Background: an optimization exercise with open tools, aiming at small area, a short achievable clock period and few clock cycles. Do not read the settings as production practice.
Function was checked by simulation only, so behaviour that the tests miss may differ from the original.
No activity file was given, so power comes from the tool's default toggle rates.

// cpu_top
module cpu_top (
    input  logic        clk,
    input  logic        rst,
    input  logic        run,
    input  logic        load_req,
    input  logic [5:0]  load_addr,
    input  logic [31:0] load_instr,
    output logic        load_ack,
    output logic        retire_valid,
    output logic [3:0]  retire_rd,
    output logic [31:0] retire_data
);
    logic                   mem_clr;
    logic                   stall;
    logic                   if_valid;
    logic                   if_uses_b;
    logic [cpu_pkg::IW-2:0] if_instr;
    logic        id_we, id_ld, id_st, id_sum, id_sub, id_and, id_or, id_xor;
    logic [3:0]  id_rd;
    logic [31:0] id_a, id_b;
    logic [5:0]  id_imm6;
    logic [31:0] store_data, alu_result, ld_data;
    logic [7:0]  hit_lo, hit_hi;
    logic        em_we, em_ld;
    logic [3:0]  em_rd;
    logic [31:0] em_alu, em_sdata;
    logic        wb_we;
    logic [3:0]  wb_rd;
    logic [31:0] wb_alu, wb_ld, wb_data;
    always_ff @(posedge clk) mem_clr <= rst;
    fetch_stage u_fetch (
        .clk        (clk),
        .rst        (rst),
        .mem_clr    (mem_clr),
        .run        (run),
        .stall      (stall),
        .load_req   (load_req),
        .load_addr  (load_addr),
        .load_instr (load_instr),
        .load_ack   (load_ack),
        .if_valid   (if_valid),
        .if_uses_b  (if_uses_b),
        .if_instr   (if_instr)
    );
    decode_stage u_decode (
        .clk      (clk),
        .rst      (rst),
        .mem_clr  (mem_clr),
        .if_valid (if_valid),
        .if_uses_b(if_uses_b),
        .if_instr (if_instr),
        .ex_data  (alu_result),
        .mem_we   (em_we),
        .mem_rd   (em_rd),
        .mem_is_ld(em_ld),
        .mem_alu  (em_alu),
        .mem_ld   (ld_data),
        .wb_we    (wb_we),
        .wb_rd    (wb_rd),
        .wb_data  (wb_data),
        .stall    (stall),
        .id_we    (id_we),
        .id_rd    (id_rd),
        .id_ld    (id_ld),
  ...
==> module memory_stage, before the edit <==
module memory_stage (
    input  logic        clk,
    input  logic        mem_clr,
    input  logic [7:0]  e_lo,       
    input  logic [7:0]  e_hi,
    input  logic        e_re,       
    input  logic        e_we,       
    input  logic [31:0] wdata,
    output logic [31:0] rdata
);
    logic [31:0] dmem [0:cpu_pkg::DMEM_DEPTH-1];
    logic [63:0] dmem_v;
    logic [63:0] wsel;
    logic [63:0] sel;
    always_ff @(posedge clk) begin
        for (int g = 0; g < 8; g++) begin
            for (int w = 0; w < 8; w++) begin
                wsel[8*g + w] <= e_we && e_hi[g] && e_lo[w];
            end
        end
    end
    always_ff @(posedge clk) begin
        for (int k = 0; k < 64; k++) begin
            if (wsel[k]) dmem[k] <= wdata;
        end
    end
    always_ff @(posedge clk) begin
        for (int k = 0; k < 64; k++) begin
            if (mem_clr)      dmem_v[k] <= 1'b0;
            else if (wsel[k]) dmem_v[k] <= 1'b1;
        end
    end
    always_ff @(posedge clk) begin
        for (int g = 0; g < 8; g++) begin
            for (int w = 0; w < 8; w++) begin
                sel[8*g + w] <= e_re && e_hi[g] && e_lo[w] &&
                                (dmem_v[8*g + w] || wsel[8*g + w]);
            end
        end
    end
    always_comb begin
        rdata = '0;
        for (int k = 0; k < 64; k++) begin
            rdata = rdata | ({32{sel[k]}} & dmem[k]);
        end
    end
endmodule
==> module cpu_top, before the edit <==
module cpu_top (
    input  logic        clk,
    input  logic        rst,
    input  logic        run,
    input  logic        load_req,
    input  logic [5:0]  load_addr,
    input  logic [31:0] load_instr,
    output logic        load_ack,
    output logic        retire_valid,
    output logic [3:0]  retire_rd,
    output logic [31:0] retire_data
);
    logic                   mem_clr;
    logic                   stall;
    logic                   if_valid;
    logic                   if_uses_b;
    logic [cpu_pkg::IW-2:0] if_instr;
    logic        id_we, id_ld, id_st, id_sum, id_sub, id_and, id_or, id_xor;
    logic [3:0]  id_rd;
    logic [31:0] id_a, id_b;
    logic [5:0]  id_imm6;
    logic [31:0] store_data, alu_result, ld_data;
    logic [7:0]  hit_lo, hit_hi;
    logic        em_we, em_ld;
    logic [3:0]  em_rd;
    logic [31:0] em_alu, em_sdata;
    logic        wb_we;
    logic [3:0]  wb_rd;
    logic [31:0] wb_alu, wb_ld, wb_data;
    always_ff @(posedge clk) mem_clr <= rst;
    fetch_stage u_fetch (
        .clk        (clk),
        .rst        (rst),
        .mem_clr    (mem_clr),
        .run        (run),
        .stall      (stall),
        .load_req   (load_req),
        .load_addr  (load_addr),
        .load_instr (load_instr),
        .load_ack   (load_ack),
        .if_valid   (if_valid),
        .if_uses_b  (if_uses_b),
        .if_instr   (if_instr)
    );
    decode_stage u_decode (
        .clk      (clk),
        .rst      (rst),
        .mem_clr  (mem_clr),
        .if_valid (if_valid),
        .if_uses_b(if_uses_b),
        .if_instr (if_instr),
        .ex_data  (alu_result),
        .mem_we   (em_we),
        .mem_rd   (em_rd),
        .mem_is_ld(em_ld),
        .mem_alu  (em_alu),
        .mem_ld   (ld_data),
        .wb_we    (wb_we),
        .wb_rd    (wb_rd),
        .wb_data  (wb_data),
        .stall    (stall),
        .id_we    (id_we),
        .id_rd    (id_rd),
        .id_ld    (id_ld),
        .id_st    (id_st),
        .id_sum   (id_sum),
        .id_sub   (id_sub),
        .id_and   (id_and),
        .id_or    (id_or),
        .id_xor   (id_xor),
        .id_a     (id_a),
        .id_b     (id_b),
        .id_imm6  (id_imm6)
    );
    execute_stage u_execute (
        .a          (id_a),
        .b          (id_b),
        .imm6       (id_imm6),
        .sum        (id_sum),
        .sub        (id_sub),
        .op_and     (id_and),
        .op_or      (id_or),
        .op_xor     (id_xor),
        .store_data (store_data),
        .hit_lo     (hit_lo),
        .hit_hi     (hit_hi),
        .result     (alu_result)
    );
    always_ff @(posedge clk) begin
        if (rst) em_we <= 1'b0;
        else     em_we <= id_we;
    end
    always_ff @(posedge clk) begin
        em_ld    <= id_ld;
        em_rd    <= id_rd;
        em_alu   <= alu_result;
        em_sdata <= store_data;
    end
    memory_stage u_memory (
        .clk     (clk),
        .mem_clr (mem_clr),
        .e_lo    (hit_lo),
        .e_hi    (hit_hi),
        .e_re    (id_ld),
        .e_we    (id_st),
        .wdata   (em_sdata),
        .rdata   (ld_data)
    );
    always_ff @(posedge clk) begin
        if (rst) wb_we <= 1'b0;
        else     wb_we <= em_we;
    end
    always_ff @(posedge clk) begin
        wb_rd  <= em_rd;
        wb_alu <= em_alu;
        wb_ld  <= ld_data;
    end
    assign wb_data = wb_alu | wb_ld;
    always_ff @(posedge clk) begin
        if (rst) retire_valid <= 1'b0;
        else     retire_valid <= wb_we;
    end
    always_ff @(posedge clk) begin
        retire_rd   <= wb_rd;
        retire_data <= wb_data;
    end
endmodule
export LEC_CHECK = 0
export CAP_MARGIN = 20
export CORE_MARGIN = 2
export CORE_UTILIZATION = 50
export SETUP_SLACK_MARGIN = 3.6
export SLEW_MARGIN = 20
export TNS_END_PERCENT = 20
create_clock -name core_clock -period 6.0 [get_ports {clk}]
run.sh (not shown) runs the stock make flow with config.mk's settings and CLKGATE_MAP_FILE= SYNTH_SCRIPT=/design/flow/synth_recipe.tcl, a recipe that flattens the netlist after the stock synthesis.
Testbench counts at the start, summed over its fixed seeds: cycles 25,521.
Change:
--- a/flow/design.v
+++ b/flow/design.v
@@ -345,44 +345,42 @@
 endmodule
 module memory_stage (
     input  logic        clk,
     input  logic        mem_clr,
     input  logic [7:0]  e_lo,       
     input  logic [7:0]  e_hi,
-    input  logic        e_re,       
-    input  logic        e_we,       
+    input  logic        e_re,
+    input  logic [7:0]  hit_lo,     
+    input  logic [7:0]  hit_hi,
+    input  logic        we,
     input  logic [31:0] wdata,
     output logic [31:0] rdata
 );
     logic [31:0] dmem [0:cpu_pkg::DMEM_DEPTH-1];
     logic [63:0] dmem_v;
-    logic [63:0] wsel;
-    logic [63:0] sel;
     always_ff @(posedge clk) begin
         for (int g = 0; g < 8; g++) begin
             for (int w = 0; w < 8; w++) begin
-                wsel[8*g + w] <= e_we && e_hi[g] && e_lo[w];
+                if (we && hit_hi[g] && hit_lo[w]) dmem[8*g + w] <= wdata;
             end
         end
     end
     always_ff @(posedge clk) begin
-        for (int k = 0; k < 64; k++) begin
-            if (wsel[k]) dmem[k] <= wdata;
-        end
-    end
-    always_ff @(posedge clk) begin
-        for (int k = 0; k < 64; k++) begin
-            if (mem_clr)      dmem_v[k] <= 1'b0;
-            else if (wsel[k]) dmem_v[k] <= 1'b1;
+        for (int g = 0; g < 8; g++) begin
+            for (int w = 0; w < 8; w++) begin
+                if (mem_clr)                           dmem_v[8*g + w] <= 1'b0;
+                else if (we && hit_hi[g] && hit_lo[w]) dmem_v[8*g + w] <= 1'b1;
+            end
         end
     end
+    logic [63:0] sel;
     always_ff @(posedge clk) begin
         for (int g = 0; g < 8; g++) begin
             for (int w = 0; w < 8; w++) begin
                 sel[8*g + w] <= e_re && e_hi[g] && e_lo[w] &&
-                                (dmem_v[8*g + w] || wsel[8*g + w]);
+                                (dmem_v[8*g + w] || (we && hit_hi[g] && hit_lo[w]));
             end
         end
     end
     always_comb begin
         rdata = '0;
         for (int k = 0; k < 64; k++) begin
@@ -410,15 +408,16 @@
     logic        id_we, id_ld, id_st, id_sum, id_sub, id_and, id_or, id_xor;
     logic [3:0]  id_rd;
     logic [31:0] id_a, id_b;
     logic [5:0]  id_imm6;
     logic [31:0] store_data, alu_result, ld_data;
     logic [7:0]  hit_lo, hit_hi;
-    logic        em_we, em_ld;
+    logic        em_we, em_ld, em_st;
     logic [3:0]  em_rd;
     logic [31:0] em_alu, em_sdata;
+    logic [7:0]  em_hlo, em_hhi;
     logic        wb_we;
     logic [3:0]  wb_rd;
     logic [31:0] wb_alu, wb_ld, wb_data;
     always_ff @(posedge clk) mem_clr <= rst;
     fetch_stage u_fetch (
         .clk        (clk),
@@ -476,28 +475,37 @@
         .store_data (store_data),
         .hit_lo     (hit_lo),
         .hit_hi     (hit_hi),
         .result     (alu_result)
     );
     always_ff @(posedge clk) begin
-        if (rst) em_we <= 1'b0;
-        else     em_we <= id_we;
+        if (rst) begin
+            em_we <= 1'b0;
+            em_st <= 1'b0;
+        end else begin
+            em_we <= id_we;
+            em_st <= id_st;
+        end
     end
     always_ff @(posedge clk) begin
         em_ld    <= id_ld;
         em_rd    <= id_rd;
         em_alu   <= alu_result;
         em_sdata <= store_data;
+        em_hlo   <= hit_lo;
+        em_hhi   <= hit_hi;
     end
     memory_stage u_memory (
         .clk     (clk),
         .mem_clr (mem_clr),
         .e_lo    (hit_lo),
         .e_hi    (hit_hi),
         .e_re    (id_ld),
-        .e_we    (id_st),
+        .hit_lo  (em_hlo),
+        .hit_hi  (em_hhi),
+        .we      (em_st),
         .wdata   (em_sdata),
         .rdata   (ld_data)
     );
     always_ff @(posedge clk) begin
         if (rst) wb_we <= 1'b0;
         else     wb_we <= em_we;
The changed run finished with timing, DRC and antenna clean.
Via count is lower slightly.
Sequential power stays flat.
Routed wire length stays flat.
Final area goes down slightly.
Die area drops slightly.
Fmax stays flat.
Hold slack improved by 7.2 ps.
Clock skew is lower by 26 ps.
Testbench counts after the change, summed over its fixed seeds: cycles 25,521.

-- afterwards: timing with drivers on the ports --
The results above use ideal ports. As a check the final layouts listed here were re-extracted and re-timed, cells and wires unchanged.
Step 1, drivers: a clkbuf_16 drives clk and a buf_2 each remaining input, both assumed.
Step 2, shift: input delay + t, output delay - t, t = (earliest + latest rising clock arrival at the registers) / 2. This alone moves slack from input paths to output paths.
Slacks: ideal / step 1 / step 2; pairs: ideal / step 1.
run	shift t [ns]	setup WS [ns]	hold slack, ns	slew at the worst register clock pin (ns)	worst data-port slew with drivers (ns)
the first run	1.071	3.166 / 3.166 / 2.835	0.318 / 0.318 / 0.318	0.07 / 0.07	0.12
the second run	1.069	3.166 / 3.166 / 2.843	0.325 / 0.325 / 0.325	0.07 / 0.07	0.09
After both steps every run listed still meets setup and hold. For the first run, which loses most, drivers alone change the setup slack by 0.000 ns; drivers and shift together by -0.331 ns.
